What follows belongs to an exercise in optimizing a design on an open flow for small area, a short achievable clock period and few clock cycles per item; a production flow would make more cautious choices.
Function was checked by simulation only, so behaviour that the tests miss may differ from the original.
The clock cells of runs 3 to 5 come from the design's own scripts or RTL, not from TritonCTS.
The flow treats the clock pin as an ideal source. Dropping or thinning the clock tree relies on that and would not hold on a real chip.
Power figures rest on the tool's default switching activity, not on a simulated workload.

==> flow/design.v <==
module atrlp_core (
	input  logic       clk,
	input  logic       arst_n,
	input  logic       in_valid,
	input  logic [7:0] in_data,
	output logic       in_ready,
	input  logic       adv,
	output logic       emit,      
	output logic [1:0] r_kind,
	output logic [7:0] r_byte,
	output logic       r_ok,
	output logic       r_last,
	output logic       rej        
);
	logic        r0_v;
	logic [7:0]  r0_d;
	logic        fin;
	logic [12:0] st_q, st_d;
	atrlp_inbuf u_inbuf (
		.clk      (clk),
		.arst_n   (arst_n),
		.in_valid (in_valid),
		.in_data  (in_data),
		.in_ready (in_ready),
		.adv      (adv),
		.fin      (fin),
		.r0_v     (r0_v),
		.r0_d     (r0_d)
	);
	atrlp_parse u_parse (
		.r0_v   (r0_v),
		.c      (r0_d),
		.st_q   (st_q),
		.st_d   (st_d),
		.fin    (fin),
		.emit   (emit),
		.r_kind (r_kind),
		.r_byte (r_byte),
		.r_ok   (r_ok),
		.rej    (rej)
	);
	assign r_last = fin;
	atrlp_streg #(.W(13)) u_state (
		.clk    (clk),
		.arst_n (arst_n),
		.adv    (adv),
		.pre    (r0_v),
		.d      (st_d),
		.q      (st_q)
	);
endmodule
module atrlp_streg #(
	parameter int W = 1
) (
	input  logic         clk,
	input  logic         arst_n,
	input  logic         adv,
	input  logic         pre,
	input  logic [W-1:0] d,
	output logic [W-1:0] q
);
	always_ff @(posedge clk or negedge arst_n) begin
		if (!arst_n)
			q <= '0;
		else if (adv && pre)
			q <= d;
	end
endmodule
module atrlp_inbuf (
	input  logic       clk,
	input  logic       arst_n,
	input  logic       in_valid,
	input  logic [7:0] in_data,
	output logic       in_ready,
	input  logic       adv,
	input  logic       fin,
	output logic       r0_v,
	output logic [7:0] r0_d
);
	logic       r1_v;
	logic [7:0] r1_d;
	logic       rdy_q;     
	logic       free;
	assign in_ready = rdy_q;
	assign free     = !r0_v || (adv && fin);
	always_ff @(posedge clk or negedge arst_n) begin
		if (!arst_n) begin
			r0_v  <= 1'b0;
			r1_v  <= 1'b0;
			rdy_q <= 1'b1;
		end else begin
			if (free) begin
				r0_v  <= r1_v || in_valid;
				r1_v  <= 1'b0;
				rdy_q <= 1'b1;
			end else if (in_valid && !r1_v) begin
				r1_v  <= 1'b1;
				rdy_q <= 1'b0;
			end
		end
	end
	always_ff @(posedge clk) begin
		if (free)
			r0_d <= r1_v ? r1_d : in_data;
		if (!r1_v)
			r1_d <= in_data;
	end
endmodule
module atrlp_parse (
	input  logic        r0_v,
	input  logic [7:0]  c,
	input  logic [12:0] st_q,
	output logic [12:0] st_d,
	output logic        fin,
	output logic        emit,
	output logic [1:0]  r_kind,
	output logic [7:0]  r_byte,
	output logic        r_ok,
	output logic        rej
);
	localparam logic [7:0] CH_TAB   = 8'h09;
	localparam logic [7:0] CH_LF    = 8'h0A;
	localparam logic [7:0] CH_CR    = 8'h0D;
	localparam logic [7:0] CH_SPACE = 8'h20;
	localparam logic [7:0] CH_QUOTE = 8'h22;
	localparam logic [7:0] CH_HASH  = 8'h23;
	localparam logic [7:0] CH_EQ    = 8'h3D;
	localparam logic [7:0] CH_UA    = 8'h41;
	localparam logic [7:0] CH_UR    = 8'h52;
	localparam logic [7:0] CH_UT    = 8'h54;
	localparam logic [7:0] CH_BS    = 8'h5C;
	localparam logic [7:0] CH_LA    = 8'h61;
	localparam logic [7:0] CH_LN    = 8'h6E;
	localparam logic [7:0] CH_LR    = 8'h72;
	localparam logic [7:0] CH_LT    = 8'h74;
	localparam logic [2:0] PH_START = 3'd0;  
	localparam logic [2:0] PH_ONE_U = 3'd1;  
	localparam logic [2:0] PH_ONE_L = 3'd2;  
	localparam logic [2:0] PH_AT    = 3'd3;  
	localparam logic [2:0] PH_REQ   = 3'd4;  
	localparam logic [2:0] PH_ANS   = 3'd5;  
	localparam logic [2:0] PH_SKIP  = 3'd6;  
	localparam logic [2:0] PH_BAD   = 3'd7;  
	localparam logic [2:0] FS_H0  = 3'd0;
	localparam logic [2:0] FS_H1  = 3'd1;
	localparam logic [2:0] FS_H2  = 3'd2;
	localparam logic [2:0] FS_P1  = 3'd3;
	localparam logic [2:0] FS_P1H = 3'd4;
	localparam logic [2:0] FS_P2H = 3'd5;
	localparam logic [2:0] FS_P3  = 3'd6;
	logic [2:0] ph_q, ph_d;
	logic       q_q, q_d;      
	logic [1:0] mp_q, mp_d;    
	logic       bs_q, bs_d;    
	logic [2:0] fs_q, fs_d;    
	logic       lcr_q, lcr_d;  
	logic       l2_q, l2_d;    
	logic       hcr_q, hcr_d;  
	assign {ph_q, q_q, mp_q, bs_q, fs_q, lcr_q, l2_q, hcr_q} = st_q;
	assign st_d = {ph_d, q_d, mp_d, bs_d, fs_d, lcr_d, l2_d, hcr_d};
	logic       eol, virt, c_cr, c_bs, c_blank;
	logic [7:0] x, e, d, up;
	logic       x_bs, x_blank_out, esc, seen;
	logic       fr_emit, dfin;
	logic [7:0] fr_byte;
	logic [2:0] fr_fs;
	assign eol     = (c == CH_LF);
	assign c_cr    = (c == CH_CR);
	assign c_bs    = (c == CH_BS);
	assign c_blank = (c == CH_SPACE || c == CH_TAB);
	assign virt    = hcr_q && !eol;           
	assign x       = virt ? CH_CR : c;
	assign x_bs    = !virt && c_bs;
	assign x_blank_out = !virt && c_blank && !q_q;
	assign seen    = (fs_q != FS_H0) || bs_q;  
	assign rej = r0_v && eol && !(ph_q == PH_START || ph_q == PH_SKIP || (ph_q == PH_ANS && seen));
	assign up = {x[7:6], x[5] & (q_q || !(x[7:5] == 3'b011 && x[4:0] >= 5'd1 && x[4:0] <= 5'd26)), x[4:0]};
	always_comb begin
		esc = 1'b1;
		case (x)
			CH_LR:    e = CH_CR;
			CH_LN:    e = CH_LF;
			CH_LT:    e = CH_TAB;
			CH_QUOTE: e = CH_QUOTE;
			CH_BS:    e = CH_BS;
			default: begin e = CH_BS; esc = 1'b0; end
		endcase
	end
	assign d = bs_q ? e : x;
	always_comb begin
		fr_emit = 1'b1;
		fr_byte = CH_CR;
		dfin    = 1'b0;
		fr_fs   = fs_q;
		case (fs_q)
			FS_H0: begin
				if (d == CH_CR) begin
					fr_emit = 1'b0;
					dfin    = 1'b1;
					fr_fs   = FS_H1;
				end else begin
					fr_fs = FS_P1;
				end
			end
			FS_H1:  fr_fs = FS_P1H;
			FS_P1: begin
				fr_byte = CH_LF;
				fr_fs   = FS_P3;
			end
			FS_P1H: begin
				fr_byte = CH_LF;
				if (d == CH_LF) begin
					dfin  = 1'b1;
					fr_fs = FS_H2;
				end else begin
					fr_fs = FS_P2H;
				end
			end
			FS_P2H: fr_fs = FS_P3;
			default: begin  
				fr_byte = d;
				dfin    = 1'b1;
				fr_fs   = FS_H2;
			end
		endcase
	end
	always_comb begin
		emit   = 1'b0;
		r_kind = 2'd0;
		r_byte = x;
		r_ok   = 1'b0;
		fin    = 1'b1;
		ph_d   = ph_q;
		q_d    = q_q;
		mp_d   = mp_q;
		bs_d   = bs_q;
		fs_d   = fs_q;
		lcr_d  = lcr_q;
		l2_d   = l2_q;
		hcr_d  = hcr_q;
		if (eol) begin
			if (ph_q == PH_START || ph_q == PH_SKIP) begin
			end else if (ph_q == PH_ANS && seen) begin
				r_kind = 2'd1;
				emit   = 1'b1;
				fin    = 1'b0;
				if (bs_q) begin
					emit   = fr_emit;
					r_byte = fr_byte;
					fs_d   = fr_fs;
					if (dfin)
						bs_d = 1'b0;
				end else if (fs_q == FS_H1) begin
					r_byte = CH_CR;
					fs_d   = FS_P1H;
				end else if (fs_q == FS_P1H) begin
					r_byte = CH_LF;
					fs_d   = FS_P2H;
				end else if (fs_q == FS_P2H) begin
					r_byte = CH_CR;
					fs_d   = FS_H2;
				end else if (fs_q == FS_P1) begin
					r_byte = CH_LF;
					fs_d   = FS_H2;
				end else if (!l2_q) begin
					r_byte = CH_CR;
					fs_d   = FS_P1;
				end else begin
					r_kind = 2'd2;
					r_byte = 8'h00;
					r_ok   = 1'b1;
					fin    = 1'b1;
				end
			end else begin
				emit   = 1'b1;
				r_kind = 2'd2;
				r_byte = 8'h00;
			end
		end else if (!hcr_q && c_cr) begin
			hcr_d = 1'b1;
		end else begin
			case (ph_q)
				PH_START: begin
					if (x == CH_HASH)
						ph_d = PH_SKIP;
					else if (x == CH_UA)
						ph_d = PH_ONE_U;
					else if (x == CH_LA)
						ph_d = PH_ONE_L;
					else
						ph_d = PH_BAD;
				end
				PH_ONE_U, PH_ONE_L: begin
					if ((ph_q == PH_ONE_U && x == CH_UT) || (ph_q == PH_ONE_L && x == CH_LT)) begin
						emit   = 1'b1;
						r_byte = CH_UA;
						fin    = 1'b0;
						ph_d   = PH_AT;
					end else begin
						ph_d = PH_BAD;
					end
				end
				PH_AT: begin
					emit   = 1'b1;
					r_byte = CH_UT;
					ph_d   = PH_REQ;
				end
				PH_REQ: begin
					if (mp_q == 2'd2 && x == CH_EQ) begin
						ph_d = PH_ANS;
					end else if (mp_q == 2'd1 && x == CH_LR) begin
						mp_d = 2'd2;
					end else if (mp_q == 2'd2) begin
						emit   = 1'b1;
						r_byte = CH_BS;
						fin    = 1'b0;
						mp_d   = 2'd3;
					end else if (mp_q != 2'd0) begin
						emit   = 1'b1;
						r_byte = (mp_q == 2'd1) ? CH_BS : (q_q ? CH_LR : CH_UR);
						mp_d   = x_bs ? 2'd1 : 2'd0;
						fin    = x_bs || x_blank_out;
					end else if (x_bs) begin
						mp_d = 2'd1;
					end else if (x_blank_out) begin
					end else begin
						emit   = 1'b1;
						r_byte = up;
						if (x == CH_QUOTE)
							q_d = !q_q;
					end
				end
				PH_ANS: begin
					r_kind = 2'd1;
					if (!bs_q && x_bs) begin
						bs_d = 1'b1;
					end else begin
						emit   = fr_emit;
						r_byte = fr_byte;
						fs_d   = fr_fs;
						fin    = dfin && !(bs_q && !esc);
						if (dfin)
							bs_d = 1'b0;
					end
				end
				default: ;  
			endcase
			if (virt && fin && !c_cr) begin
				hcr_d = 1'b0;
				if (ph_d == PH_REQ && (c_bs || (c_blank && !q_d))) begin
					if (c_bs)
						mp_d = 2'd1;
				end else if (ph_d == PH_ANS && c_bs) begin
					bs_d = 1'b1;
				end else begin
					fin = 1'b0;
				end
			end
		end
		if (emit && r_kind == 2'd1) begin
			lcr_d = (r_byte == CH_CR);
			l2_d  = lcr_q && (r_byte == CH_LF);
		end
		if (eol && fin) begin
			ph_d  = PH_START;
			q_d   = 1'b0;
			mp_d  = 2'd0;
			bs_d  = 1'b0;
			fs_d  = FS_H0;
			lcr_d = 1'b0;
			l2_d  = 1'b0;
			hcr_d = 1'b0;
		end
		emit = emit && r0_v;
	end
endmodule
module atrlp_outq (
	input  logic        clk,
	input  logic        arst_n,
	input  logic        emit,      
	input  logic [1:0]  r_kind,
	input  logic [7:0]  r_byte,
	input  logic        r_ok,
	input  logic        r_last,
	input  logic        rej,       
	output logic        adv,       
	output logic        out_valid,
	input  logic        out_ready,
	output logic [1:0]  out_kind,
	output logic [7:0]  out_byte,
	output logic        out_line_ok,
	output logic [15:0] out_bad_line_count,
	output logic        out_last
);
	logic        valid_q;
	logic [1:0]  kind_q;
	logic [7:0]  byte_q;
	logic        ok_q;
	logic        last_q;
	logic [15:0] cnt_q, cnt_inc;
	assign adv = !valid_q || out_ready;
	assign out_valid          = valid_q;
	assign out_kind           = kind_q;
	assign out_byte           = byte_q;
	assign out_line_ok        = ok_q;
	assign out_last           = last_q;
	assign out_bad_line_count = cnt_q;
	always_ff @(posedge clk or negedge arst_n) begin
		if (!arst_n)
			valid_q <= 1'b0;
		else if (adv)
			valid_q <= emit;
	end
	always_ff @(posedge clk) begin
		if (adv && emit) begin
			kind_q <= r_kind;
			byte_q <= r_byte;
			ok_q   <= r_ok;
			last_q <= r_last;
		end
	end
	logic [16:0] ones;    
	logic        step;
	atrlp_cntones u_ones (
		.cnt_q (cnt_q),
		.ones  (ones)
	);
	assign step = adv && rej && !ones[16];
	always_ff @(posedge clk or negedge arst_n) begin
		if (!arst_n)
			cnt_q <= '0;
		else
			cnt_q <= cnt_inc;
	end
	for (genvar i = 0; i < 16; i++) begin : g_bit
		atrlp_cntbit u_bit (
			.step (step),
			.ones (ones[i]),
			.q    (cnt_q[i]),
			.d    (cnt_inc[i])
		);
	end
endmodule
module atrlp_cntones (
	input  logic [15:0] cnt_q,
	output logic [16:0] ones
);
	always_comb begin
		ones[0] = 1'b1;
		for (int i = 0; i < 16; i++)
			ones[i + 1] = ones[i] && cnt_q[i];
	end
endmodule
module atrlp_cntbit (
	input  logic step,
	input  logic ones,
	input  logic q,
	output logic d
);
	assign d = q ^ (step && ones);
endmodule
module at_response_line_parser_unit (
	input  logic         clk,
	input  logic         arst_n,
	input  logic         in_valid,
	input  logic [7:0]   in_data,
	output logic         in_ready,
	output logic         out_valid,
	input  logic         out_ready,
	output logic [1:0]   out_kind,
	output logic [7:0]   out_byte,
	output logic         out_line_ok,
	output logic [15:0]  out_bad_line_count,
	output logic         out_last
);
	logic       adv;
	logic       emit;
	logic [1:0] r_kind;
	logic [7:0] r_byte;
	logic       r_ok;
	logic       r_last;
	logic       rej;
	atrlp_core u_core (
		.clk      (clk),
		.arst_n   (arst_n),
		.in_valid (in_valid),
		.in_data  (in_data),
		.in_ready (in_ready),
		.adv      (adv),
		.emit     (emit),
		.r_kind   (r_kind),
		.r_byte   (r_byte),
		.r_ok     (r_ok),
		.r_last   (r_last),
		.rej      (rej)
	);
	atrlp_outq u_outq (
		.clk                (clk),
		.arst_n             (arst_n),
		.emit               (emit),
		.r_kind             (r_kind),
		.r_byte             (r_byte),
		.r_ok               (r_ok),
		.r_last             (r_last),
		.rej                (rej),
		.adv                (adv),
		.out_valid          (out_valid),
		.out_ready          (out_ready),
		.out_kind           (out_kind),
		.out_byte           (out_byte),
		.out_line_ok        (out_line_ok),
		.out_bad_line_count (out_bad_line_count),
		.out_last           (out_last)
	);
endmodule
==> flow/flow/run.sh <==
#!/bin/bash
# The standard layout, with plain buffers on the ports instead of the resizer's pick.
set -euo pipefail
export BUFFER_PORTS_ARGS="-buffer_cell sky130_fd_sc_hd__buf_1"
bash standard.sh finish > standard_finish.log 2>&1
==> flow/standard.sh <==
#!/bin/bash
# synth_recipe.tcl (not shown) runs the flow's synth.tcl, then flattens the netlist and writes it again
# the make line also repeats each setting of config.mk as NAME=value (left out here)
make -C /OpenROAD-flow-scripts/flow DESIGN_CONFIG=/design/flow/config.mk WORK_HOME=/design/flow/orfs CLKGATE_MAP_FILE= SYNTH_SCRIPT=/design/flow/synth_recipe.tcl "${@:-finish}"
==> flow/config.mk <==
export PLATFORM = sky130hd
export DESIGN_NAME = at_response_line_parser_unit
export DESIGN_NICKNAME = at_response_line_parser_unit
export VERILOG_FILES = /design/flow/design.v
export SDC_FILE = /design/flow/constraint.sdc
export NUM_CORES = 4
export LEC_CHECK = 0
export CAP_MARGIN = 20
export CORE_MARGIN = 2
export CORE_UTILIZATION = 40
export GPL_ROUTABILITY_DRIVEN = 1
export PLACE_DENSITY = 0.6
export SLEW_MARGIN = 20
export SYNTH_HIERARCHICAL = 1
export SYNTH_MINIMUM_KEEP_SIZE = 0
==> flow/constraint.sdc <==
create_clock -name core_clock -period 14.0 [get_ports {clk}]
set_input_delay 2.8000 -clock core_clock [delete_from_list [all_inputs] [get_ports {clk}]]
set_output_delay 2.8000 -clock core_clock [all_outputs]
set_load 0.01 [all_outputs]
==> impl_metrics.tcl, run 1 <==
set metrics [dict create \
    swShare 0.4470 \
    cp_max_fo 16 \
    num-nets-final 546 \
    die_area_um2 12190 \
    maxSlewViolCount 0 \
    synth_seq_cells 61 \
    fin_area_um2 4932 \
    synth.net_count 533 \
    power.switching_uw 470.3 \
    crit_path_top_delay_cell "edfxtp_1" \
    place_congestion 1.048 \
    hold_buffers 0 \
    synth_ff_type "dfrtp_1" \
    hold_viol 0 \
    fmax_mhz 257.7 \
    grt_use_total 0.2125 \
    postCtsSetupRepairBufs 0 \
    portBuffers 41 \
    critPathArrivalTime_ns 3.85 \
    cp_cell_sequence "nor4b_1 -> and2_1 -> o21ai_0 -> o21ai_0 -> nand4_1 -> o211ai_1 -> and2_1 -> and2_1" \
    first_iter_violations 398 \
    drc 0 \
    h-tree-depth 3 \
    irDropWorstVdd_mv 0.1165 \
    critPathKind "reg -> reg" \
    drv_cap 0 \
    tightest_slew_ns 0.8361 \
    p_clk_frac 0.202 \
    start_util 0.4142 \
    synth_largest_area_cell "dfrtp_1" \
    slowest_delay_ns 0.73 \
    rsz0062_at_grt "false" \
    postRouteAntennaNets 0 \
    min_from "u_core.u_inbuf.r1_d[6]" \
    coreArea_um2 10940 \
    viasPerCell 6.158 \
    clk_path_buf_depth 2 \
    insertion_delay_ns 0.35 \
    p_per_area_nw_per_um2 213.3 \
    cts_inserted_buffers 9 \
    setup_violations 0 \
    critPathLaunchType "flip-flop" \
    placed_cell_area_um2 4646 \
    ctsResizeCount 0 \
    clkSinkCount 61 \
    wl_um 12900 \
    final.setup.tns_ns 0 \
    reg2reg_depth 8 \
    antenna_found_initial 0 \
    die_h_um 110.4 \
    first_pass_iters 7 \
    grt_max_degree 34 \
    ys_types 81 \
    crit_top_cell "and2_1" \
    whs_ns 0.4666 \
    cts.clk_slew.worst_paths_ns 0.05 \
    cts_tree "built" \
    die_w_um 110.4 \
    period_needed_ns 3.880 \
    post_drt_wl_per_cell_um 18.99 \
    n_antenna_cell 0 \
    cts_root_buf "clkbuf_16" \
    power_frac_seq 0.357 \
    drive_gt1_frac 0.1076 \
    synth_top_cell_area_share 0.1768 \
    hpwl_um 9377 \
    row_count 38 \
    yosysSeqAreaShare 0.3506 \
    reg2reg_setup_slack_ns 10.12 \
    power.leakage_uw 0.001815 \
    timing.rr.start "u_core.u_inbuf.r0_d[3]" \
    detailroute.via_count 4181 \
    worstSetupEndpoint "u_outq.byte_q[4]" \
    overflow 0 \
    grt_pass1_vias 3894 \
    grt_first_pass_wirelength_um 21040 \
    syn_to_final_growth_pct 8.895 \
    r2r_end "u_outq.byte_q[4]" \
    critPathCaptureType "flip-flop" \
    p_comb_frac 0.441 \
    internal-power_uw 581.8 \
    clock_skew_ns 0.01178 \
    io_pins 42 \
    hp-class "reg -> reg" \
    syn_avg_cell_area_um2 8.694 \
    critPathRequiredTime_ns 13.97 \
    async_flop_share 0.5410 \
    critical_path.startpoint "u_core.u_inbuf.r0_d[3]" \
    slew_headroom 0.4426 \
    synthesis.area_um2 4529 \
    yosysWarnings 11 \
    synth_cells 521 \
    synth_edf_count 20 \
    status "complete, no violations" \
    synth_area_leaders "dfrtp_1 (18%), edfxtp_1 (13%), mux2_4 (6.0%), nand2_1 (5.0%), nor2_1 (4.1%)" \
    fin_crit_sh 0.2771 \
]
## stage by stage
| step | setup WS (ns) | cells | power (µW) | util |
|---|---|---|---|---|
| after global routing | 9.776 | 679 | 1122 | 0.4510 |
| after floorplan | 10.32 | 521 | 722.0 | - |
| after detailed placement | 9.991 | 663 | 830.9 | 0.4248 |
| after CTS | 10.17 | 679 | 1048 | 0.4510 |
| final | 10.12 | 679 | 1052 | 0.4510 |
| after global placement | 10.03 | 663 | 832.8 | 0.4248 |
## cell usage in the layout (no fill, tap or decap), types with 8 or more instances in the layout
| cell type | Yosys | layout |
|---|---|---|
| nand2_1 | 60 | 60 |
| nand2b_1 | 12 | 12 |
| nor2b_1 | 9 | 9 |
| nor3_1 | 19 | 19 |
| a31oi_1 | 9 | 9 |
| buf_1 | 0 | 40 |
| mux2_4 | 18 | 18 |
| nor2_1 | 50 | 50 |
| a21oi_1 | 32 | 32 |
| inv_1 | 14 | 14 |
| o21ai_0 | 16 | 16 |
| xnor2_1 | 17 | 17 |
| edfxtp_1 | 20 | 20 |
| dfrtp_1 | 32 | 32 |
| nor4_1 | 10 | 10 |
| nand3_1 | 17 | 17 |
| nand4_1 | 10 | 10 |
| clkbuf_16 | 0 | 10 |
| dfxtp_1 | 8 | 8 |
## area by class of cell
type | count | area, µm²
Clock buffer | 11 | 254.0
Clock inverter | 5 | 32.53
Fill cell | 1104 | 6003
Multi-Input combinational cell | 405 | 2664
Inverter | 15 | 56.30
Tap cell | 140 | 175.2
Timing Repair Buffer | 42 | 162.7
Sequential cell | 61 | 1588
## sequential cells by signal, summed over array words and instances, names as in the netlist
| name | cells |
|---|---|
| u_core.u_inbuf.r1_d | 8 |
| u_outq.cnt_q | 16 |
| u_outq.kind_q | 2 |
| u_core.u_state.q | 13 |
| u_outq.last_q | 1 |
| u_core.u_inbuf.r0_v | 1 |
| u_outq.ok_q | 1 |
| u_outq.valid_q | 1 |
| u_core.u_inbuf.r0_d | 8 |
| u_core.u_inbuf.r1_v | 1 |
| u_outq.byte_q | 8 |
| u_core.u_inbuf.rdy_q | 1 |
## logic make-up (layout without fill, tap and decap cells)
kind of cell              count (synthesis)  after routing  share of synthesized area
other                                     1              1                  0.0008279
xor gates and xnor gates                 18             18                    0.03481
DFF                                      61             61                     0.3506
muxes                                    21             21                    0.06713
and+or+nand+nor                         238            238                     0.2859
AOI/OAI and AO/OA                       127            127                     0.1995
buffers and inverters                    55             73                    0.06132
## modules after synthesis, one instance, submodules excluded, a selection
module / flip-flops and latches / times used / area [µm²] / cells
atrlp_parse: 0 / 1 / 2150 / 362
atrlp_outq: 29 / 1 / 820.8 / 33
atrlp_inbuf: 19 / 1 / 643.1 / 34
atrlp_cntones: 0 / 1 / 188.9 / 32
atrlp_cntbit: 0 / 16 / 12.51 / 2
## per-layer routing
metal	wire length, µm	track usage	up-vias
li1	-	-	1961
met1	5671	0.2890	1996
met4	629	0.1183	0
met3	831	0.04610	44
met5	0	0	-
met2	5763	0.3129	180
## Yosys cell counts (8+ instances only)
master	number
dfxtp_1	8
o21ai_0	16
inv_1	14
nor3_1	19
buf_4	9
a31oi_1	9
xnor2_1	17
dfrtp_1	32
edfxtp_1	20
nand4_1	10
nand2b_1	12
mux2_4	18
nor2_1	50
a21oi_1	32
nor4_1	10
nand2_1	60
nand3_1	17
clkbuf_1	21
nor2b_1	9
## how the worst min path moves through the flow
stage                                         to  slack, ns  depth (start not counted)
after floorplan           u_core.u_inbuf.r1_d[0]       0.44                          1
after global placement    u_core.u_inbuf.r1_d[6]       0.45                          1
after detailed placement  u_core.u_inbuf.r1_d[7]       0.46                          1
after CTS                 u_core.u_inbuf.r1_d[6]       0.47                          1
after global routing      u_core.u_inbuf.r1_d[7]       0.49                          1
final                     u_core.u_inbuf.r1_d[6]       0.47                          1
## critical path, delay by kind of cell (launching register included)
family | cells | cell delay [ns]
flops | 1 | 0.73
compound gates | 3 | 0.87
simple gates | 5 | 1.90
## power groups by stage
stage	sequential, µW	combinational [µW]	clock, µW
global placement	375	458	0
detailed placement	376	455	0
global route	387	510	225
finish	375	464	213
floorplan	297	425	0
CTS	372	458	218
Testbench counts, summed over its fixed seeds: cycles 71,637, bytes 57,729.
==> inputs of run 2 (changes only) <==
==> flow/flow/run.sh (replaced) <==
#!/bin/bash
# The standard layout, with plain buffers on the ports instead of the resizer's pick, and
# timing repair asked to leave 10.4 ns of setup slack at the design's 14 ns clock.
set -euo pipefail
export BUFFER_PORTS_ARGS="-buffer_cell sky130_fd_sc_hd__buf_1"
export SETUP_SLACK_MARGIN=10.4
bash standard.sh finish > standard_finish.log 2>&1
==> run 2 against run 1 <==
Die area unchanged. Count of clock-buffer cells in the layout up 2. Power up 3.6%. Flip-flop and latch count unchanged. Critical path type is now reg -> out. Via count up 3.3%. Clock power about the same. Fmax up 2.9%. Area after synthesis unchanged. Sequential power about the same. Utilization up 3.2 points.
==> impl_metrics.tcl, run 2 <==
set metrics [dict create \
    critPathRequiredTime_ns 11.20 \
    grt_pass1_vias 4027 \
    slowest_delay_ns 0.54 \
    fin_crit_sh 0.2692 \
    status "complete, no violations" \
    drive_gt1_frac 0.2300 \
    clkSinkCount 61 \
    critPathArrivalTime_ns 0.97 \
    final.setup.tns_ns 0 \
    p_per_area_nw_per_um2 206.2 \
    hold_depth 1 \
    hp-class "reg -> reg" \
    grt_use_total 0.2144 \
    r2r_end "u_core.u_state.q[6]" \
    hpwl_um 9152 \
    viasPerCell 6.049 \
    die_w_um 110.4 \
    seqCellArea_um2 1595 \
    critPathCaptureType "primary output" \
    hold_buffers 0 \
    yosysSeqAreaShare 0.3506 \
    first_iter_violations 487 \
    portBuffers 41 \
    insertion_delay_ns 0.33 \
    reg2reg_depth 9 \
    synth_edf_count 20 \
    postRouteAntennaNets 0 \
    layout_common_cells "nand2_1 (60), nor2_1 (49), buf_4 (36)" \
    min_from "u_core.u_inbuf.r1_d[7]" \
    cts_tree "built" \
    maxSlewViolCount 0 \
    synth_top_cell_area_share 0.1768 \
    synth_largest_area_cell "dfrtp_1" \
    synth_ff_type "dfrtp_1" \
    overflow 0 \
    place_congestion 0.9688 \
    yosysWarnings 11 \
    cp_cell_sequence "buf_6" \
    rsz0062_at_grt "true" \
    cts.clk_slew.worst_paths_ns 0.05 \
    yosys-top-cells-count "nand2_1 (60), nor2_1 (50), a21oi_1 (32), dfrtp_1 (32), clkbuf_1 (21)" \
    crit_path_top_delay_cell "dfstp_2" \
    first_pass_iters 5 \
    antenna_found_initial 0 \
    holdPathEnd "u_core.u_inbuf.r1_d[7]" \
    critPathBufInv 1 \
    grt_max_degree 34 \
    placed_cell_area_um2 4646 \
    num-nets-final 581 \
    critPathLaunchType "flip-flop" \
    hold_viol 0 \
    tightest_slew_ns 0.8547 \
    synth.net_count 533 \
    fill_cells 1075 \
    synth.most_common_cell "nand2_1" \
    cts_root_buf "clkbuf_16" \
    row_count 38 \
    n_antenna_cell 0 \
    top_register "u_outq.cnt_q" \
    syn_avg_cell_area_um2 8.694 \
    grt_first_pass_wirelength_um 21450 \
    start_util 0.4142 \
    drv_cap 0 \
    setup_violations 0 \
    post_drt_wl_per_cell_um 18.53 \
    critPathKind "reg -> out" \
    async_flop_share 0.5410 \
    io_pins 42 \
    timing.rr.start "u_core.u_inbuf.r0_d[0]" \
    syn_to_final_growth_pct 16.74 \
    cts_inserted_buffers 9 \
    synth_seq_cells 61 \
    synth_area_leaders "dfrtp_1 (18%), edfxtp_1 (13%), mux2_4 (6.0%), nand2_1 (5.0%), nor2_1 (4.1%)" \
    synthesis.area_um2 4529 \
    coreArea_um2 10940 \
    wl_um 13230 \
    irDropWorstVdd_mv 0.1002 \
    drc 0 \
    power.leakage_uw 0.002099 \
    multi_input_area_um2 2701 \
    cp_max_fo 2 \
    detailroute.via_count 4319 \
    clock_skew_ns 0.004911 \
    fmax_mhz 265.3 \
    reg2reg_setup_slack_ns 10.59 \
    ys_types 81 \
    reg_top3 "u_outq.cnt_q: 16 flops, u_core.u_state.q: 13 flops" \
    layout_commonest_cell "nand2_1" \
    period_needed_ns 3.769 \
    clk_path_buf_depth 2 \
    die_area_um2 12190 \
    slew_headroom 0.4302 \
    synth_cells 521 \
    h-tree-depth 3 \
    largest_reg_flops 16 \
    crit_family "flip-flops" \
    fin_area_um2 5288 \
    die_h_um 110.4 \
]
[run 2: changes by cell type in the layout (fill, tap and decap cells not counted), moves of 2 or more]
cell / previous run / this run
dfrtp_1: 32 / 26
buf_4: 1 / 36
dfrtp_2: 0 / 6
buf_2: 0 / 5
buf_6: 0 / 2
buf_1: 40 / 13
and2_2: 1 / 3
clkbuf_2: 1 / 21
and2_1: 5 / 3
[run 2: cells by family (layout without fill, tap and decap cells)]
family                 count (synthesis)  after routing  share of synthesized area
AND/OR/NAND/NOR                      238            238                     0.2859
XOR/XNOR                              18             18                    0.03481
buffers and inverters                 55            108                    0.06132
multiplexers                          21             21                    0.06713
flip-flops                            61             61                     0.3506
AO/OA/AOI/OAI                        127            127                     0.1995
other                                  1              1                  0.0008279
[run 2: Yosys stat by module (local to each module, per instance), excerpt]
module         flip-flops and latches  area (µm²)  cells inside
atrlp_cntbit                        0       12.51             2
atrlp_outq                         29       820.8            33
atrlp_inbuf                        19       643.1            34
atrlp_cntones                       0       188.9            32
atrlp_parse                         0        2150           362
[run 2: worst max path at each step]
stage                              start                   to  cells after the start
finish              u_core.u_inbuf.rdy_q             in_ready                      1
global route        u_core.u_inbuf.rdy_q             in_ready                      1
CTS                 u_core.u_inbuf.rdy_q             in_ready                      1
detailed placement             out_ready     u_outq.cnt_q[10]                      5
global placement               out_ready     u_outq.cnt_q[14]                      5
floorplan                      out_ready  u_core.u_state.q[0]                      4
[run 2: per-stage QoR]
step | hold WS (ns) | std cells | setup WS (ns) | power, µW | utilization
after floorplan | 0.4442 | 521 | 10.40 | 724.9 | -
after global placement | 0.4534 | 662 | 10.23 | 826.2 | 0.4248
after detailed placement | 0.4576 | 662 | 10.19 | 830.2 | 0.4248
after CTS | 0.4741 | 695 | 10.22 | 1054 | 0.4646
after global routing | 0.4794 | 714 | 10.20 | 1157 | 0.4835
final | 0.4699 | 714 | 10.23 | 1090 | 0.4835
[run 2: routing by layer]
metal	global-route usage	up-vias	share of wire
met3	0.03622	31	0.076
met4	0.07333	0	0.023
met1	0.2977	2039	0.44
li1	-	2024	-
met2	0.3387	225	0.46
met5	0	-	0
[run 2: cell type report]
class / instances / area share
multi-input combinational: 405 / 0.5109
tap: 140 / 0.03313
clock inverter: 3 / 0.003076
timing repair buffer: 77 / 0.08921
sequential: 61 / 0.3017
clock buffer: 13 / 0.05135
inverter: 15 / 0.01065
[run 2: report_power, final]
group	internal, µW	switching (µW)
sequential	257	115
clock	135	77.8
combinational	221	285
total	613	477
[run 2: repair_timing]
action	4_1_cts	5_1_grt
resized for setup	12	30
hold endpoints to repair	0	0
endpoints found under the setup margin	42	57
setup buffers	17	19
pin swaps	0	2
==> inputs of run 3 (changes only) <==
==> flow/flow/run.sh (replaced) <==
#!/bin/bash
# The standard layout with these changes:
#  - the ports get plain sky130_fd_sc_hd__buf_1 buffers;
#  - the clock tree is one level: the flip-flops are split into 4 groups by position and
#    each group gets a clkbuf_16 driven from the clock port (flow/clock_tree.tcl), in
#    place of ORFS's CTS step.
set -euo pipefail
work=$PWD
export BUFFER_PORTS_ARGS="-buffer_cell sky130_fd_sc_hd__buf_1"
bash standard.sh place > flow_place.log 2>&1
RESULTS_DIR=$work/orfs/results/sky130hd/at_response_line_parser_unit/base \
LIB_FILE=$FLOW_HOME/platforms/sky130hd/lib/sky130_fd_sc_hd__tt_025C_1v80.lib \
PLATFORM_DIR=$FLOW_HOME/platforms/sky130hd \
CLK_GROUPS=4 CLK_CELL=sky130_fd_sc_hd__clkbuf_16 \
  openroad -no_init -exit flow/clock_tree.tcl > flow_clock_tree.log 2>&1
bash standard.sh finish > flow_finish.log 2>&1
==> flow/flow/clock_tree.tcl (new file) <==
# Clock distribution: the flip-flops are split into K groups by position (k-means) and each
# group gets one clock buffer at its centre, driven straight from the clock port.
proc my_clock_tree {K cell} {
  set block [ord::get_db_block]
  set clknet [$block findNet clk]
  set pts {}
  set its [$clknet getITerms]
  foreach it $its {
    set bb [[$it getInst] getBBox]
    lappend pts [list [expr {([$bb xMin] + [$bb xMax]) / 2}] [expr {([$bb yMin] + [$bb yMax]) / 2}]]
  }
  set n [llength $pts]
  # initial centres: sorted by x+y, evenly spaced
  set order [lsort -integer -indices [lmap p $pts {expr {[lindex $p 0] + [lindex $p 1]}}]]
  set ctr {}
  for {set k 0} {$k < $K} {incr k} {
    lappend ctr [lindex $pts [lindex $order [expr {int(($k + 0.5) * $n / $K)}]]]
  }
  for {set iter 0} {$iter < 50} {incr iter} {
    set asg {}
    foreach p $pts {
      set best 0; set bd 1e30
      for {set k 0} {$k < $K} {incr k} {
        set c [lindex $ctr $k]
        set d [expr {abs([lindex $p 0] - [lindex $c 0]) + abs([lindex $p 1] - [lindex $c 1])}]
        if {$d < $bd} { set bd $d; set best $k }
      }
      lappend asg $best
    }
    set new {}
    for {set k 0} {$k < $K} {incr k} {
      set sx 0; set sy 0; set m 0
      foreach p $pts a $asg { if {$a == $k} { incr sx [lindex $p 0]; incr sy [lindex $p 1]; incr m } }
      if {$m > 0} { lappend new [list [expr {$sx / $m}] [expr {$sy / $m}]] } else { lappend new [lindex $ctr $k] }
    }
    set ctr $new
  }
  set master [[ord::get_db] findMaster $cell]
  for {set k 0} {$k < $K} {incr k} {
    set buf [odb::dbInst_create $block $master clkbuf_leaf_$k]
    set net [odb::dbNet_create $block clknet_leaf_$k]
    $net setSigType CLOCK
    [$buf findITerm A] connect $clknet
    [$buf findITerm X] connect $net
    set c [lindex $ctr $k]
    $buf setLocation [lindex $c 0] [lindex $c 1]
    $buf setPlacementStatus PLACED
    foreach it $its a $asg { if {$a == $k} { $it disconnect; $it connect $net } }
  }
}

# Replaces the CTS step: reads the placed design, adds the clock buffers, legalizes and
# writes the CTS results the later ORFS steps read.
set R $::env(RESULTS_DIR)
read_db $R/3_place.odb
read_liberty $::env(LIB_FILE)
read_sdc $R/3_place.sdc
source $::env(PLATFORM_DIR)/setRC.tcl
my_clock_tree $::env(CLK_GROUPS) $::env(CLK_CELL)
detailed_placement
check_placement -verbose
set_propagated_clock [all_clocks]
estimate_parasitics -placement
report_clock_latency
report_checks -path_delay max -group_path_count 5 -format end
write_db $R/4_1_cts.odb
write_db $R/4_cts.odb
write_sdc $R/4_cts.sdc
==> run 3 against run 2 <==
Still clean. Design area shrank 10%. Critical path depth grew 7. Setup slack lost 0.19 ns. Power shrank 15%. Flip-flop and latch count is the same. Combinational power shrank 8.5%. Hold slack gained 0.0016 ns. Synthesized cell count is the same. Largest cell class unchanged.
==> impl_metrics.tcl, run 3 <==
set metrics [dict create \
    synth_area_leaders "dfrtp_1 (18%), edfxtp_1 (13%), mux2_4 (6.0%), nand2_1 (5.0%), nor2_1 (4.1%)" \
    status "complete, no violations" \
    maxSlewViolCount 0 \
    wl_um 12650 \
    synth.net_count 533 \
    crit_top_cell "and2_1" \
    coreArea_um2 10940 \
    critPathKind "reg -> reg" \
    tightest_slew_ns 0.8190 \
    row_count 38 \
    insertion_delay_ns 0.14 \
    fmax_mhz 252.9 \
    ys_types 81 \
    drive_gt1_frac 0.08918 \
    top_register "u_outq.cnt_q" \
    syn_to_final_growth_pct 4.779 \
    final.setup.tns_ns 0 \
    yosysWarnings 11 \
    multi_input_area_um2 2664 \
    grt_use_total 0.1991 \
    clock_skew_ns 0.01476 \
    synth_seq_cells 61 \
    period_needed_ns 3.954 \
    seqCellArea_um2 1588 \
    critPathCaptureType "flip-flop" \
    fill_cells 1117 \
    fin_area_um2 4746 \
    synthesis.area_um2 4529 \
    drv_cap 0 \
    synth_cells 521 \
    synth_largest_area_cell "dfrtp_1" \
    drc 0 \
    cp_max_fo 16 \
    placed_cell_area_um2 4646 \
    largest_reg_flops 16 \
    syn_avg_cell_area_um2 8.694 \
    slew_headroom 0.4540 \
    hp-class "reg -> reg" \
    async_flop_share 0.5410 \
    overflow 0 \
    hold_viol 0 \
    fin_cells 667 \
    reg_top3 "u_outq.cnt_q: 16 flops, u_core.u_state.q: 13 flops" \
    viasPerCell 6.126 \
    critPathArrivalTime_ns 3.73 \
    placed_cells 663 \
    layout_commonest_cell "nand2_1" \
    start_util 0.4142 \
    hpwl_um 9377 \
    irDropWorstVdd_mv 0.1172 \
    n_antenna_cell 0 \
    critPathLaunchType "flip-flop" \
    critPathBufInv 0 \
    cts.clk_slew.worst_paths_ns 0.07 \
    grt_pass1_vias 3831 \
    rsz0062_at_grt "false" \
    layout_common_cells "nand2_1 (60), nor2_1 (50), buf_1 (40)" \
    num-nets-final 541 \
    first_iter_violations 364 \
    first_pass_iters 4 \
    antenna_found_initial 0 \
    postRouteAntennaNets 0 \
    portBuffers 41 \
    p_per_area_nw_per_um2 196.3 \
    synth_edf_count 20 \
    detailroute.via_count 4086 \
    synth_ff_type "dfrtp_1" \
    die_w_um 110.4 \
    die_h_um 110.4 \
    io_pins 42 \
    crit_path_top_delay_cell "edfxtp_1" \
    crit_family "simple AND/OR/NAND/NOR gates" \
    place_congestion 1.048 \
    yosys-top-cells-count "nand2_1 (60), nor2_1 (50), a21oi_1 (32), dfrtp_1 (32), clkbuf_1 (21)" \
    synth_top_cell_area_share 0.1768 \
    cp_cell_sequence "nor4b_1 -> and2_1 -> o21ai_0 -> o21ai_0 -> nand4_1 -> o211ai_1 -> and2_1 -> and2_1" \
    post_drt_wl_per_cell_um 18.97 \
    grt_max_degree 34 \
    slowest_delay_ns 0.74 \
    whs_ns 0.4715 \
    critPathRequiredTime_ns 13.77 \
    yosysSeqAreaShare 0.3506 \
    power.leakage_uw 0.001719 \
    synth.most_common_cell "nand2_1" \
    die_area_um2 12190 \
    setup_violations 0 \
    fin_crit_sh 0.2825 \
    grt_first_pass_wirelength_um 20700 \
]
-- run 3: cell families after synthesis --
| group | synth area share |
|---|---|
| flops | 0.3506 |
| xor+xnor | 0.03481 |
| compound gates | 0.1995 |
| buf+inv | 0.06132 |
| other cells | 0.0008279 |
| simple gates | 0.2859 |
| mux | 0.06713 |
-- run 3: worst paths after layout --
path | startpoint | to | slack, ns | cells after the start
max | u_core.u_inbuf.r0_d[3] | u_outq.byte_q[4] | 10.05 | 8
min | u_core.u_inbuf.r1_d[6] | u_core.u_inbuf.r1_d[6] | 0.47 | 1
max reg2reg | u_core.u_inbuf.r0_d[3] | u_outq.byte_q[4] | 10.05 | 8
min reg2reg | u_core.u_inbuf.r1_d[6] | u_core.u_inbuf.r1_d[6] | 0.47 | 1
max in group asynchronous | arst_n | u_core.u_state.q[0] | 10.73 | 1
min in group asynchronous | arst_n | u_core.u_state.q[2] | 2.75 | 1
-- run 3: Yosys stat by module, one instance, submodules excluded, excerpt --
| module | cells | cell area (µm²) | copies in the design | flip-flops and latches |
|---|---|---|---|---|
| atrlp_parse | 362 | 2150 | 1 | 0 |
| atrlp_outq | 33 | 820.8 | 1 | 29 |
| atrlp_cntbit | 2 | 12.51 | 16 | 0 |
| atrlp_cntones | 32 | 188.9 | 1 | 0 |
| atrlp_inbuf | 34 | 643.1 | 1 | 19 |
-- run 3: layout make-up --
cell class                      count  share of cell area
Multi-Input combinational cell    405              0.5613
Sequential cell                    61              0.3346
Buffer                              4             0.02109
Tap cell                          140             0.03691
Timing Repair Buffer               42             0.03427
Inverter                           15             0.01186
-- run 3: per-layer routing --
metal / GRT usage / routed length, µm / vias to the layer above
met5: 0 / 0 / -
met4: 0.07667 / 553 / 0
met3: 0.01372 / 749 / 32
met2: 0.3137 / 5714 / 165
met1: 0.2860 / 5635 / 1952
li1: - / - / 1937
-- run 3: per-stage QoR --
| step | setup WS [ns] | utilization | power [µW] |
|---|---|---|---|
| floorplan | 10.32 | - | 722.0 |
| global placement | 10.03 | 0.4248 | 832.8 |
| global route | 9.778 | 0.4340 | 1000 |
| detailed placement | 9.991 | 0.4248 | 830.9 |
| finish | 10.05 | 0.4340 | 931.5 |
-- run 3: report_power, final --
| part | switching (µW) | internal, µW | total (µW) | leakage [µW] |
|---|---|---|---|---|
| sequential | 118 | 257 | 375 | 0.000691 |
| combinational | 269 | 194 | 463 | 0.000978 |
| clock | 42.3 | 51.3 | 93.5 | 0.0000493 |
| total | 429 | 502 | 931 | 0.00172 |
==> inputs of run 4 (changes only) <==
==> flow/flow/run.sh (replaced) <==
#!/bin/bash
# The standard layout with these changes:
#  - the ports get plain sky130_fd_sc_hd__buf_1 buffers;
#  - the clock tree is one level: the flip-flops are split into 4 groups by position and
#    each group gets a clkbuf_16 driven from the clock port (flow/clock_tree.tcl), in
#    place of ORFS's CTS step;
#  - timing repair after placement and after global routing only resizes gates, and aims
#    at 10.5 ns of setup slack at the design's 14 ns clock (ORFS's own repair aims at
#    0 ns, which every path meets with room to spare).
set -euo pipefail
work=$PWD
export BUFFER_PORTS_ARGS="-buffer_cell sky130_fd_sc_hd__buf_1"
bash standard.sh place > flow_place.log 2>&1
export SETUP_SLACK_MARGIN=10.5
export SETUP_MOVE_SEQUENCE=sizeup,swap
RESULTS_DIR=$work/orfs/results/sky130hd/at_response_line_parser_unit/base \
LIB_FILE=$FLOW_HOME/platforms/sky130hd/lib/sky130_fd_sc_hd__tt_025C_1v80.lib \
PLATFORM_DIR=$FLOW_HOME/platforms/sky130hd \
DONT_USE_CELLS="$(make -s -C $FLOW_HOME DESIGN_CONFIG=$work/config.mk WORK_HOME=$work/orfs print-DONT_USE_CELLS | sed 's/^DONT_USE_CELLS: //')" \
CLK_GROUPS=4 CLK_CELL=sky130_fd_sc_hd__clkbuf_16 \
  openroad -no_init -exit flow/clock_tree.tcl > flow_clock_tree.log 2>&1
bash standard.sh finish > flow_finish.log 2>&1
--- a/flow/flow/clock_tree.tcl
+++ b/flow/flow/clock_tree.tcl
@@ -58,8 +58,12 @@
 source $::env(PLATFORM_DIR)/setRC.tcl
 my_clock_tree $::env(CLK_GROUPS) $::env(CLK_CELL)
 detailed_placement
+set_propagated_clock [all_clocks]
+estimate_parasitics -placement
+set_dont_use $::env(DONT_USE_CELLS)
+repair_timing -setup -setup_margin $::env(SETUP_SLACK_MARGIN) -sequence $::env(SETUP_MOVE_SEQUENCE) -skip_last_gasp
+detailed_placement
 check_placement -verbose
-set_propagated_clock [all_clocks]
 estimate_parasitics -placement
 report_clock_latency
 report_checks -path_delay max -group_path_count 5 -format end
==> run 4 against run 3 <==
Sequential share of layout area decreased by 0.52 points. Power increased by 1.6%. Via count increased by 1.6%. Area after synthesis unchanged. Design area increased by 2.4%. Combinational power increased by 2%. Clock power increased by 1%. Utilization increased by 1.0 points. Global-route usage increased by 0.11 points. Setup slack improved by 0.34 ns. Largest cell class unchanged. Largest power group unchanged. Highest routed layer unchanged.
==> impl_metrics.tcl, run 4 <==
set metrics [dict create \
    clock_skew_ns 0.01862 \
    p_per_area_nw_per_um2 194.8 \
    viasPerCell 6.222 \
    critical_path.startpoint "out_ready" \
    synth-adder-area-share 0 \
    die_area_um2 12190 \
    grt_max_degree 34 \
    first_iter_violations 340 \
    cp_max_fo 13 \
    timing.rr.start "u_core.u_inbuf.r0_d[5]" \
    syn_to_final_growth_pct 7.265 \
    synth_ff_type "dfrtp_1" \
    fill_cells 1105 \
    synth.most_common_cell "nand2_1" \
    reg2reg_depth 9 \
    syn_avg_cell_area_um2 8.694 \
    n_antenna_cell 0 \
    drv_cap 0 \
    tightest_slew_ns 0.7628 \
    synthesis.area_um2 4529 \
    yosysWarnings 11 \
    layout_commonest_cell "nand2_1" \
    setup_violations 0 \
    synth_edf_count 20 \
    hp-class "reg -> reg" \
    synth_top_cell_area_share 0.1768 \
    die_w_um 110.4 \
    synthSimpleGateAreaFrac 0.2859 \
    largest_reg_flops 16 \
    fin_crit_sh 0.2580 \
    synthXorXnorAreaFrac 0.03481 \
    grt_pass1_vias 3849 \
    fmax_mhz 276.9 \
    grt_use_total 0.2002 \
    status "complete, no violations" \
    place_congestion 1.048 \
    synth.net_count 533 \
    power.leakage_uw 0.001783 \
    die_h_um 110.4 \
    insertion_delay_ns 0.14 \
    reg_top3 "u_outq.cnt_q: 16 flops, u_core.u_state.q: 13 flops" \
    placed_cell_area_um2 4646 \
    async_flop_share 0.5410 \
    top_layer "met4" \
    drive_gt1_frac 0.1556 \
    critPathCaptureType "flip-flop" \
    maxSlewViolCount 0 \
    io_pins 42 \
    cts.clk_slew.worst_paths_ns 0.08 \
    wl_um 12770 \
    portBuffers 41 \
    synth_cells 521 \
    row_count 38 \
    first_pass_iters 5 \
    start_util 0.4142 \
    synth_seq_cells 61 \
    critPathArrivalTime_ns 3.65 \
    top_register "u_outq.cnt_q" \
    synth_largest_area_cell "dfrtp_1" \
    coreArea_um2 10940 \
    hold_depth 1 \
    hpwl_um 9377 \
    slew_headroom 0.4915 \
    synthMuxAreaShare 0.06713 \
    fin_area_um2 4858 \
    ys_types 81 \
    min_from "u_core.u_inbuf.r1_d[6]" \
    layout_common_cells "nand2_1 (58), nor2_1 (49), a21oi_1 (32)" \
    postRouteAntennaNets 0 \
    synth_top_family_by_area "simple AND/OR/NAND/NOR gates" \
    final.setup.tns_ns 0 \
    post_drt_wl_per_cell_um 19.15 \
    dr_wl_met2_um 5773 \
    m1WireLength_um 5604 \
    hold_viol 0 \
    drc 0 \
    fin_cells 667 \
    rsz0062_at_grt "true" \
    critPathLaunchType "primary input" \
    yosysSeqAreaShare 0.3506 \
    irDropWorstVdd_mv 0.1189 \
    dr_wl_met3_um 837 \
    grt_first_pass_wirelength_um 20800 \
    synth-compound-area-share 0.1994 \
    detailroute.via_count 4150 \
    critPathRequiredTime_ns 14.03 \
    synth_area_leaders "dfrtp_1 (18%), edfxtp_1 (13%), mux2_4 (6.0%), nand2_1 (5.0%), nor2_1 (4.1%)" \
    critPathKind "in -> reg" \
    placed_cells 663 \
    multi_input_area_um2 2705 \
    overflow 0 \
    period_needed_ns 3.612 \
    num-nets-final 541 \
    antenna_found_initial 0 \
    seqCellArea_um2 1600 \
    yosys-top-cells-count "nand2_1 (60), nor2_1 (50), a21oi_1 (32), dfrtp_1 (32), clkbuf_1 (21)" \
]
-- run 4: changes by cell type in the layout (fill, tap and decap cells not counted), sizes merged --
| cell | previous run | this run |
|---|---|---|
| clkbuf | 5 | 12 |
| buf | 41 | 34 |
-- run 4: path summary, 6_finish.rpt --
check	slack, ns	end
min	0.47	u_core.u_inbuf.r1_d[6]
min in group asynchronous	2.72	u_core.u_state.q[10]
max in group asynchronous	10.74	u_outq.cnt_q[10]
max	10.39	u_core.u_state.q[11]
max reg2reg	10.57	u_core.u_state.q[6]
min reg2reg	0.47	u_core.u_inbuf.r1_d[6]
-- run 4: cells by family after synthesis --
family	Yosys count
xor gates and xnor gates	18
DFF	61
muxes	21
and+or+nand+nor	238
buffers and inverters	55
other	1
AOI/OAI and AO/OA	127
-- run 4: worst max-delay path, cell delays in order --
cell and delay [ns]:
buf_1 0.08, nand2b_4 0.16, nand2_4 0.23, mux2_2 0.37
-- run 4: power breakdown --
group | leakage [µW] | switching [µW] | total [µW] | internal, µW
registers | 0.000675 | 123 | 380 | 257
logic | 0.00106 | 271 | 472 | 201
clock network | 0.0000493 | 43.2 | 94.5 | 51.3
-- run 4: modules after synthesis (local to each module, per instance), excerpt --
module         area (µm²)  flip-flops and latches
atrlp_outq          820.8                      29
atrlp_inbuf         643.1                      19
atrlp_cntbit        12.51                       0
atrlp_cntones       188.9                       0
atrlp_parse          2150                       0
-- run 4: final cells by class --
type / count / area share
Multi-Input combinational cell: 405 / 0.5568
Sequential cell: 61 / 0.3294
Timing Repair Buffer: 42 / 0.04558
Tap cell: 140 / 0.03605
Buffer: 4 / 0.02060
Inverter: 15 / 0.01159
-- run 4: routing by layer --
metal  global-route usage  up-vias
met2               0.3162      201
met5                    0        -
met3              0.01427       37
li1                     -     1935
met4              0.07667        0
met1               0.2869     1977
-- run 4: stage by stage --
| stage | util | hold WS, ns | setup slack (ns) | power [µW] |
|---|---|---|---|---|
| finish | 0.4443 | 0.4715 | 10.39 | 946.2 |
| global route | 0.4443 | 0.4864 | 10.34 | 1014 |
| detailed placement | 0.4248 | 0.4573 | 9.991 | 830.9 |
| global placement | 0.4248 | 0.4525 | 10.03 | 832.8 |
| floorplan | - | 0.4442 | 10.32 | 722.0 |
==> inputs of run 5 (changes only) <==
--- a/flow/flow/run.sh
+++ b/flow/flow/run.sh
@@ -1,5 +1,6 @@
 #!/bin/bash
 # The standard layout with these changes:
+#  - synthesis maps logic with an area-oriented ABC script (flow/area.abc);
 #  - the ports get plain sky130_fd_sc_hd__buf_1 buffers;
 #  - the clock tree is one level: the flip-flops are split into 4 groups by position and
 #    each group gets a clkbuf_16 driven from the clock port (flow/clock_tree.tcl), in
@@ -9,8 +10,18 @@
 #    0 ns, which every path meets with room to spare).
 set -euo pipefail
 work=$PWD
+# Synthesis: the standard flow's script, with the logic mapped by an area-oriented ABC script.
+cat > "$work/my_synth.tcl" <<EOT
+proc abc {args} {
+  set i [lsearch \$args -script]
+  if {\$i >= 0} { lset args [expr {\$i + 1}] $work/flow/area.abc }
+  yosys abc {*}\$args
+}
+source $work/synth_recipe.tcl
+EOT
+sed "s#SYNTH_SCRIPT=[^ ]*#SYNTH_SCRIPT=$work/my_synth.tcl#" standard.sh > my_standard.sh
 export BUFFER_PORTS_ARGS="-buffer_cell sky130_fd_sc_hd__buf_1"
-bash standard.sh place > flow_place.log 2>&1
+bash my_standard.sh place > flow_place.log 2>&1
 export SETUP_SLACK_MARGIN=10.5
 export SETUP_MOVE_SEQUENCE=sizeup,swap
 RESULTS_DIR=$work/orfs/results/sky130hd/at_response_line_parser_unit/base \
@@ -19,4 +30,4 @@
 DONT_USE_CELLS="$(make -s -C $FLOW_HOME DESIGN_CONFIG=$work/config.mk WORK_HOME=$work/orfs print-DONT_USE_CELLS | sed 's/^DONT_USE_CELLS: //')" \
 CLK_GROUPS=4 CLK_CELL=sky130_fd_sc_hd__clkbuf_16 \
   openroad -no_init -exit flow/clock_tree.tcl > flow_clock_tree.log 2>&1
-bash standard.sh finish > flow_finish.log 2>&1
+bash my_standard.sh finish > flow_finish.log 2>&1
==> flow/flow/area.abc (new file) <==
strash
dch
map -a
topo
stime -c
buffer -c
upsize -c
dnsize -c
==> run 5 against run 4 <==
Largest power group unchanged. Via count is 8.5% lower. Still clean on timing, DRC and antenna. Sequential share of layout area decreased by 0.053 points. Critical path type is now reg -> reg. Routed wire length fell by 12%.
==> impl_metrics.tcl, run 5 <==
set metrics [dict create \
    status "complete, no violations" \
    yosysWarnings 11 \
    fmax_mhz 236.6 \
    maxSlewViolCount 0 \
    die_h_um 106.3 \
    largest_reg_flops 16 \
    insertion_delay_ns 0.14 \
    syn_avg_cell_area_um2 7.675 \
    viasPerCell 5.328 \
    slew_headroom 0.3228 \
    synth_seq_cells 61 \
    wl_um 11250 \
    grt_max_degree 34 \
    io_pins 42 \
    critPathLaunchType "flip-flop" \
    overflow 0 \
    syn_to_final_growth_pct 15.70 \
    critPathBufInv 6 \
    first_iter_violations 214 \
    tightest_slew_ns 1.012 \
    clock_skew_ns 0.02711 \
    hp-class "reg -> reg" \
    first_pass_iters 5 \
    power.switching_uw 559.6 \
    critPathCaptureType "flip-flop" \
    crit_top_cell "inv_2" \
    drv_cap 0 \
    n_antenna_cell 0 \
    hpwl_um 8749 \
    setup_violations 0 \
    fin_cells 713 \
    timing.rr.start "u_core.u_inbuf.r0_d[7]" \
    swShare 0.4956 \
    final.setup.tns_ns 0 \
    drc 0 \
    slowest_delay_ns 0.43 \
    crit_path_top_delay_cell "edfxtp_1" \
    p_per_area_nw_per_um2 233.3 \
    synth_ff_type "dfrtp_1" \
    power.leakage_uw 0.002093 \
    irDropWorstVdd_mv 0.1184 \
    critPathArrivalTime_ns 4.25 \
    grt_use_total 0.1997 \
    yosys-top-cells-count "nor2_1 (87), nand2_1 (82), inv_1 (77)" \
    coreArea_um2 10230 \
    layout_commonest_cell "nor2_1" \
    cp_max_fo 14 \
    placed_cells 709 \
    period_needed_ns 4.227 \
    fin_area_um2 4840 \
    hold_viol 0 \
    cts.clk_slew.worst_paths_ns 0.08 \
    reg_top3 "u_outq.cnt_q: 16 flops, u_core.u_state.q: 13 flops" \
    min_from "u_core.u_inbuf.r1_d[4]" \
    die_area_um2 11290 \
    synth_area_leaders "dfrtp_1 (19%), edfxtp_1 (14%), nor2_1 (7.8%), nand2_1 (7.4%), inv_1 (6.9%)" \
    detailroute.via_count 3799 \
    top_register "u_outq.cnt_q" \
    die_w_um 106.3 \
    rsz0062_at_grt "true" \
    num-nets-final 591 \
    hold_depth 2 \
    fill_cells 1037 \
    place_congestion 1.003 \
    p_clk_frac 0.084 \
    synth_largest_area_cell "dfrtp_1" \
    yosysSeqAreaShare 0.3796 \
    grt_pass1_vias 3697 \
    antenna_found_initial 0 \
    portBuffers 41 \
    layout_common_cells "nor2_1 (81), inv_1 (77), nand2_1 (63)" \
    postRouteAntennaNets 0 \
    synth_top_cell_area_share 0.1914 \
    synth_edf_count 20 \
    row_count 37 \
    synthesis.area_um2 4183 \
    placed_cell_area_um2 4415 \
    ys_types 59 \
    internal-power_uw 569.6 \
    grt_first_pass_wirelength_um 18500 \
    synth.most_common_cell "nor2_1" \
    reg2reg_depth 29 \
    whs_ns 0.4477 \
    async_flop_share 0.5410 \
    drive_gt1_frac 0.2409 \
    fin_crit_sh 0.3019 \
    post_drt_wl_per_cell_um 15.77 \
    critical_path.startpoint "u_core.u_inbuf.r0_d[7]" \
    start_util 0.4088 \
    synth_cells 545 \
    cp.depth 29 \
    crit_family "simple AND/OR/NAND/NOR gates" \
    critPathKind "reg -> reg" \
    p_comb_frac 0.614 \
    synth.net_count 557 \
    critPathRequiredTime_ns 14.03 \
    power_frac_seq 0.302 \
]
==> run 5: cell types whose count changed after synthesis, sizes merged, moves of 7 or more <==
cell,before,now
inv,14,92
buf,19,12
mux2,21,13
nand2b,13,0
nor2,50,101
clkbuf,21,2
nor4,11,4
a21oi,32,21
nor2b,9,0
nand2,61,89
o21ai,17,32
==> run 5: cell type report <==
cell class	count	area, µm²	share of cell area
multi-input combinational	376	2386	0.4930
sequential	61	1592	0.3289
inverter	94	370.4	0.07653
timing repair buffer	42	221.5	0.04576
tap	136	170.2	0.03516
buffer	4	100.1	0.02068
==> run 5: final timing paths <==
path	to	slack, ns
max	u_core.u_state.q[8]	9.77
min	u_core.u_inbuf.r1_d[4]	0.45
max reg2reg	u_core.u_state.q[8]	9.77
min reg2reg	u_core.u_inbuf.r1_d[4]	0.45
max in group asynchronous	u_outq.cnt_q[0]	10.68
min in group asynchronous	u_core.u_state.q[2]	2.75
==> run 5: power by group through the flow <==
stage	registers [µW]	clock network [µW]	logic (µW)
after floorplan	331	0	485
after global placement	338	0	632
after detailed placement	341	0	621
after global routing	350	104	769
final	341	95.1	693
==> run 5: worst register-to-register path, delay by kind of cell (launching register included) <==
| kind | cells | cell delay (ns) |
|---|---|---|
| and+or+nand+nor | 15 | 2.00 |
| DFF | 1 | 0.43 |
| AOI/OAI and AO/OA | 7 | 0.76 |
| buffers and inverters | 6 | 0.62 |
| muxes | 1 | 0.31 |
==> run 5: metrics by stage <==
step	setup WS, ns	util	total power, µW
6_report	9.773	0.4730	1129
5_1_grt	9.468	0.4730	1223
3_5_place_dp	9.087	0.4316	962.4
3_3_place_gp	9.003	0.4316	970.1
2_1_floorplan	10.25	-	816.2
==> run 5: Yosys stat by module (local to each module, per instance), excerpt <==
| module | copies in the design | cells inside | area (µm²) | flops+latches |
|---|---|---|---|---|
| atrlp_parse | 1 | 368 | 1818 | 0 |
| atrlp_cntones | 1 | 28 | 188.9 | 0 |
| atrlp_cntbit | 16 | 2 | 12.51 | 0 |
| atrlp_outq | 1 | 37 | 823.3 | 29 |
| atrlp_inbuf | 1 | 52 | 625.6 | 19 |
==> run 5: logic make-up (layout without fill, tap and decap cells) <==
family / after synthesis / after routing / share of synthesized area
and+or+nand+nor: 248 / 248 / 0.2794
buffers and inverters: 108 / 140 / 0.1101
AOI/OAI and AO/OA: 98 / 98 / 0.1526
DFF: 61 / 61 / 0.3796
xor gates and xnor gates: 16 / 16 / 0.03350
muxes: 13 / 13 / 0.04397
other: 1 / 1 / 0.0008965
==> run 5: layer usage <==
layer / vias to the layer above / global-route usage / wire (µm)
li1: 1871 / - / -
met4: 0 / 0.06579 / 370
met3: 30 / 0.01655 / 553
met2: 129 / 0.3265 / 5170
met1: 1769 / 0.2798 / 5152
met5: - / 0 / 0

-- afterwards: timing with drivers on the ports --
The results above use ideal ports. As a check the final layouts listed here were re-extracted and re-timed, cells and wires unchanged.
Step 1: set_driving_cell puts a clkbuf_16 on clk and a buf_2 on each other input, an assumption about the parent block.
Step 2 moves the port delays by t, midway between the first and last clock arrival at a register: inputs arrive t later, outputs are due t later. That takes back most of the time a late clock gives input paths.
a / b / c = ideal ports / drivers / drivers and shift; a / b = the first two.
run | shift t [ns] | setup slack, ns | slew at the worst register clock pin (ns)
run 1 | 0.378 | 10.120 / 10.120 / 9.994 | 0.06 / 0.06
run 2 | 0.370 | 10.231 / 10.191 / 10.190 | 0.05 / 0.05
run 3 | 0.221 | 10.045 / 10.045 / 9.999 | 0.07 / 0.07
run 4 | 0.224 | 10.388 / 10.321 / 10.231 | 0.08 / 0.08
run 5 | 0.214 | 9.773 / 9.773 / 9.773 | 0.08 / 0.08
After both steps every run listed still meets setup and hold. For run 4, which loses most, drivers alone change the setup slack by -0.067 ns; drivers and shift together by -0.157 ns.
